Source: an optimization exercise on an open RTL-to-GDS flow (aim: small area). Production flows keep margins and buffers that such runs may drop.
In this exercise RTL edits were held to simulation tests only and were not proved equivalent to the original.
Power figures rest on the tool's default switching activity, not on a simulated workload.

## design/flow/run.sh

```bash
#!/bin/bash
# synth_recipe.tcl (not shown) runs the flow's synth.tcl, then flattens the netlist and writes it again
# the make line also repeats each setting of config.mk as NAME=value (left out here)
make -C /OpenROAD-flow-scripts/flow DESIGN_CONFIG=/design/flow/config.mk WORK_HOME=/design/flow/orfs CLKGATE_MAP_FILE= SYNTH_SCRIPT=/design/flow/synth_recipe.tcl finish
```

## design/flow/config.mk

```make
export PLATFORM = sky130hd
export DESIGN_NAME = registers
export DESIGN_NICKNAME = registers
export VERILOG_FILES = /design/flow/design.v
export SDC_FILE = /design/flow/constraint.sdc
export NUM_CORES = 4
export LEC_CHECK = 0
export CAP_MARGIN = 20
export CORE_MARGIN = 2
export CORE_UTILIZATION = 40
export SLEW_MARGIN = 20
```

## design/flow/constraint.sdc

```tcl
create_clock -name core_clock -period 8.0 [get_ports {clk}]
set_input_delay 1.6000 -clock core_clock [delete_from_list [all_inputs] [get_ports {clk}]]
set_output_delay 1.6000 -clock core_clock [all_outputs]
set_load 0.01 [all_outputs]
```

## design/flow/design.v

```verilog
package riscv_pkg;
  localparam int XLEN       = 32;
  localparam int REG_ADDR_W = 5;
  localparam int NREGS      = 32;
  typedef logic [REG_ADDR_W-1:0] reg_addr_t;
  typedef logic [XLEN-1:0]       xlen_t;
endpackage
module registers
#(
  parameter int XLEN  = riscv_pkg::XLEN,
  parameter int NREGS = riscv_pkg::NREGS
) (
  input  logic      clk,
  input  logic      rst,
  input  riscv_pkg::reg_addr_t read_reg1,
  input  riscv_pkg::reg_addr_t read_reg2,
  input  riscv_pkg::reg_addr_t write_reg,
  input  riscv_pkg::xlen_t     write_data,
  input  logic      reg_write_enable,
  output riscv_pkg::xlen_t     read_data1,
  output riscv_pkg::xlen_t     read_data2
);
  logic [XLEN-1:0] regs_q [1:NREGS-1];
  logic [XLEN-1:0] regs_d [1:NREGS-1];
  logic wr_ok;
  assign wr_ok = reg_write_enable
               & (write_reg != '0);
  always_comb begin
    for (int i = 1; i < NREGS; i++) begin
      regs_d[i] = regs_q[i];
      if (wr_ok && write_reg == riscv_pkg::reg_addr_t'(i)) begin
        regs_d[i] = write_data;
      end
    end
  end
  always_ff @(posedge clk) begin
    if (rst) begin
      for (int i = 1; i < NREGS; i++) begin
        regs_q[i] <= '0;
      end
    end else begin
      for (int i = 1; i < NREGS; i++) begin
        regs_q[i] <= regs_d[i];
      end
    end
  end
  riscv_pkg::reg_addr_t rd_addr [2];
  assign rd_addr[0] = read_reg1;
  assign rd_addr[1] = read_reg2;
  for (genvar p = 0; p < 2; p++) begin : g_rd
    logic            bypass;
    logic [XLEN-1:0] data;
    always_comb begin
      bypass = ~rst & wr_ok
             & (rd_addr[p] == write_reg);
      data = '0;
      for (int i = 1; i < NREGS; i++) begin
        if (rd_addr[p] == riscv_pkg::reg_addr_t'(i)) begin
          data = regs_q[i];
        end
      end
      if (bypass) begin
        data = write_data;
      end
    end
  end
  assign read_data1 = g_rd[0].data;
  assign read_data2 = g_rd[1].data;
endmodule
```

==> run summary <==
==> layout by cell type, fill, tap and decap left out, types with 63 or more instances in the layout <==
master and n:
o21ai_0 378, buf_4 390, clkbuf_16 115, mux2i_1 136, a21oi_1 1283, nand2_1 2241, dfxtp_1 992, nor3_1 75
o22ai_1 224, o221ai_1 66, nor2_1 328, clkdlybuf4s50_1 80, nand3_1 68, a221oi_1 63, a22oi_1 152
==> power breakdown <==
| group | switching, W | total [W] | internal, W | leakage, nW |
|---|---|---|---|---|
| registers | 0.0000428 | 0.00502 | 0.00498 | 8.00 |
| clock network | 0.00244 | 0.00591 | 0.00346 | 2.03 |
| logic | 0.00125 | 0.00169 | 0.000443 | 10.2 |
| total | 0.00374 | 0.0126 | 0.00888 | 20.2 |
==> cell families (layout without fill, tap and decap cells) <==
family | after synthesis | count (layout)
AO/OA/AOI/OAI | 2528 | 2528
XOR/XNOR | 10 | 10
buffers and inverters | 774 | 759
flip-flops | 992 | 992
multiplexers | 193 | 193
other | 0 | 19
AND/OR/NAND/NOR | 2971 | 2971
==> per-stage QoR <==
step / setup WS (ps) / hold slack (ps)
5_1_grt: 433 / 477
2_1_floorplan: 3060 / 436
4_1_cts: 406 / 459
6_report: 252 / 464
3_5_place_dp: 438 / 450
3_3_place_gp: 353 / 445
==> final timing paths <==
path	to	slack, ps	cells past startpoint	startpoint
worst min-delay path	regs_q[10][0]	460	2	regs_q[10][0]
worst max-delay path	read_data1[19]	250	12	read_reg1[4]
worst min register to register	regs_q[10][0]	460	2	regs_q[10][0]
worst max register to register	regs_q[20][14]	6960	2	regs_q[20][14]
==> worst min-delay path, stage by stage (launching register included) <==
cell,delay [ps]
dfxtp_1,310
nand2_1,50
a21oi_1,50
==> metal layers <==
metal,GRT usage,share of wire,vias to the layer above
met5,0,0.00046,-
met4,0.336,0.089,24
met3,0.169,0.14,1510
met2,0.696,0.41,5573
met1,0.590,0.36,30400
li1,-,-,25900
==> cell type report <==
| class | count | share of cell area |
|---|---|---|
| clock inverter | 52 | 0.0135 |
| antenna | 19 | 0.000791 |
| clock buffer | 159 | 0.0550 |
| sequential | 992 | 0.330 |
| tap | 1742 | 0.0363 |
| inverter | 28 | 0.00175 |
| multi-input combinational | 5702 | 0.491 |
| timing repair buffer | 520 | 0.0715 |
==> parameters.txt <==
Parameter                              Value

Run status
  Result of the run  timing/DRC/antenna clean

Final layout
  Final Instance Area    60100 um2
  Sequential cell area in the final layout    19900 um2
  Final cell count without fillers    approximately 9200
  Growth of design area from synthesis to finish    14.6%
  Max FFs per register    ~990
  Area of the multi-input gates    around 29000 um2
  Ratio of cells with drive above 1 in the final layout    0.106
  Final-stage net count    roughly 7400
  Registers with the highest flip-flop counts    regs_q: 992 flops
  Final core area utilization    0.463
  Top register by number of flip-flops    regs_q
  Filler cell count    13200

Global routing
  Number of global-route vias before repair    about 57000
  Antenna violations before repair    33
  GRT Resource Usage Total    0.480
  Wire length of the first global-routing pass    ~460000 um
  Overflow left after global routing    0
  Largest net degree at the start of global routing    about 180

Routing
  Average wire per standard cell    ~37 um
  Number of vias per cell after detailed routing    between 6 and 7
  First-pass detailed-route iteration total    9
  Final antenna-violating net count    0
  Total wire length    338000 um
  Initial DRC Count    12400
  Routed via count    around 63000
  Post-route DRC violation count    0

Clock network
  CTS tree    built
  Number of sinks handled by clock tree synthesis    around 990
  Number of buffers added by the clock tree synthesis step    about 110
  Resized cells post-CTS    0
  Number of H-tree levels    3
  Setup fix buffers added after clock tree synthesis    0
  Clock transition at the register clock pins on the worst setup and hold paths after CTS    about 60 ps
  Maximum clock insertion buffer count    3
  CTS Root Cell    clkbuf_16
  Hold buffer count at CTS    0
  Worst skew pair latency    about 790 ps

Logic synthesis
  Synthesis warning total    4
  Dominant cells by area after synthesis    dfxtp_1 38%, nand2_1 16%, a21oi_1 12%
  Number of enable flip-flop cells after synthesis    0
  Post-synth top flop    dfxtp_1
  Mux share of post-synthesis cell area    0.0408
  Yosys top cell area share    0.379
  Post-Syn Nets    approximately 7500
  Sequential fraction of the synthesis area    0.379
  Compound-cell area share of the yosys netlist    0.285
  Cell type with the largest total area after synthesis    dfxtp_1
  Proportion of register bits with asynchronous set or reset after synthesis    0
  Number of distinct library cells after synthesis    between 90 and 100
  Dominant combinational cell family by area after synthesis    compound AO/OA/AOI/OAI gates
  Post-Syn Instances    roughly 7500
  Most frequent cells after synthesis    2246 x nand2_1, 1284 x a21oi_1, 992 x dfxtp_1
  Area fraction in and, or, nand and nor cells after synthesis    0.231
  Xor/xnor cell area share of the yosys netlist    0.00167
  Cell with the most instances after synthesis    nand2_1
  Flip-flop and latch count after synthesis    a little under 1000
  Synthesized-area fraction occupied by adder cells    0
  Post-synthesis area per instance    approximately 7.0 um2
  Synthesized area    approximately 52000 um2

Worst setup path
  Longest individual stage delay on the worst path    roughly 590 ps
  Category of the most critical setup path    in2out
  Highest-delay cell along the critical path    a31oi_1
  Buffering stage count on the worst path with inverters included    5
  Type of destination of the critical path    primary output
  Critical-path cell list    buf_2, buf_4, and3b_1, nand2_2, buf_4, nor2_1, or4_1, a31oi_1, o21ai_0, a21oi_1, buf_4, clkdlybuf4s50_1
  Family of cells with the greatest summed delay on the critical path    buffers and inverters
  Worst path arrival time    around 6200 ps
  CP Data Required Time    ~6400 ps
  Maximum fanout along the worst path    21
  Crit start category    input port
  Most used cell along the critical path    buf_4

Power and ir drop
  Post-layout power    approximately 0.013 W
  Power density over the cells    210 nW/um2
  Leakage Power    20.2 nW
  Worst supply voltage drop on vdd    about 0.19 mV

Timing
  Min cycle time layout    7750 ps
  Final-report max-slew violation count    0
  Max Clock Freq    129 MHz
  Final-report hold violation count    0
  Relative slew slack    0.106
  Slew at the pin with the worst max-slew slack    between 1000 and 1500 ps
  Setup violators final    0
  Worst setup skew after layout    0 ps
  Final worst path period share    0.969
  Final-layout setup total negative slack    0 ps
  Setup repair after global routing missed its margin    false

Placed design
  Post-DP HPWL    ~230000 um
  Cell count after placement    about 9000
  Placed inst area    about 56000 um2
  GP Congestion    between 1 and 1.5
  Count of buffers from port buffering    ~110

Worst hold path
  Min-delay worst type    reg2reg

Floorplanning
  Die X-Extent    approximately 370 um
  Number of standard-cell rows in the floorplan    approximately 130
  Placeable core area    around 130000 um2
  Top-level I/O count    approximately 110
  Die ar.    around 130000 um2
  Starting Density    0.404
  Die H    roughly 370 um

Flow run
  Max-Cap Viols    0

-- port drivers added, routing unchanged --
The flow's constraints put no driver on any port. The routed layout listed below was extracted and timed again, unchanged, in two steps. Step 1 (the two cells are an assumption about what drives the block):
set clk [get_ports {clk}]
set_driving_cell -lib_cell sky130_fd_sc_hd__clkbuf_16 $clk
set_driving_cell -lib_cell sky130_fd_sc_hd__buf_2 [delete_from_list [all_inputs] $clk]
Step 2 times the ports against the registers' clock, not the clock port: input delays grow and output delays shrink by t, the midpoint of the rising clock arrivals with the driver on. Slacks: ideal ports / drivers / drivers and shift; pairs: ideal ports / drivers.
shift t [ns]: 0.875
setup WS [ns]: 0.252 / 0.176 / 0.176
worst setup path at the end: input to output
clock arrival spread, ns: 0.037 / 0.037
worst data-port slew with drivers (ns): 0.17
After both steps this run still meets setup and hold. The setup slack of this run moves by -0.076 ns with the drivers and by -0.076 ns with both steps.
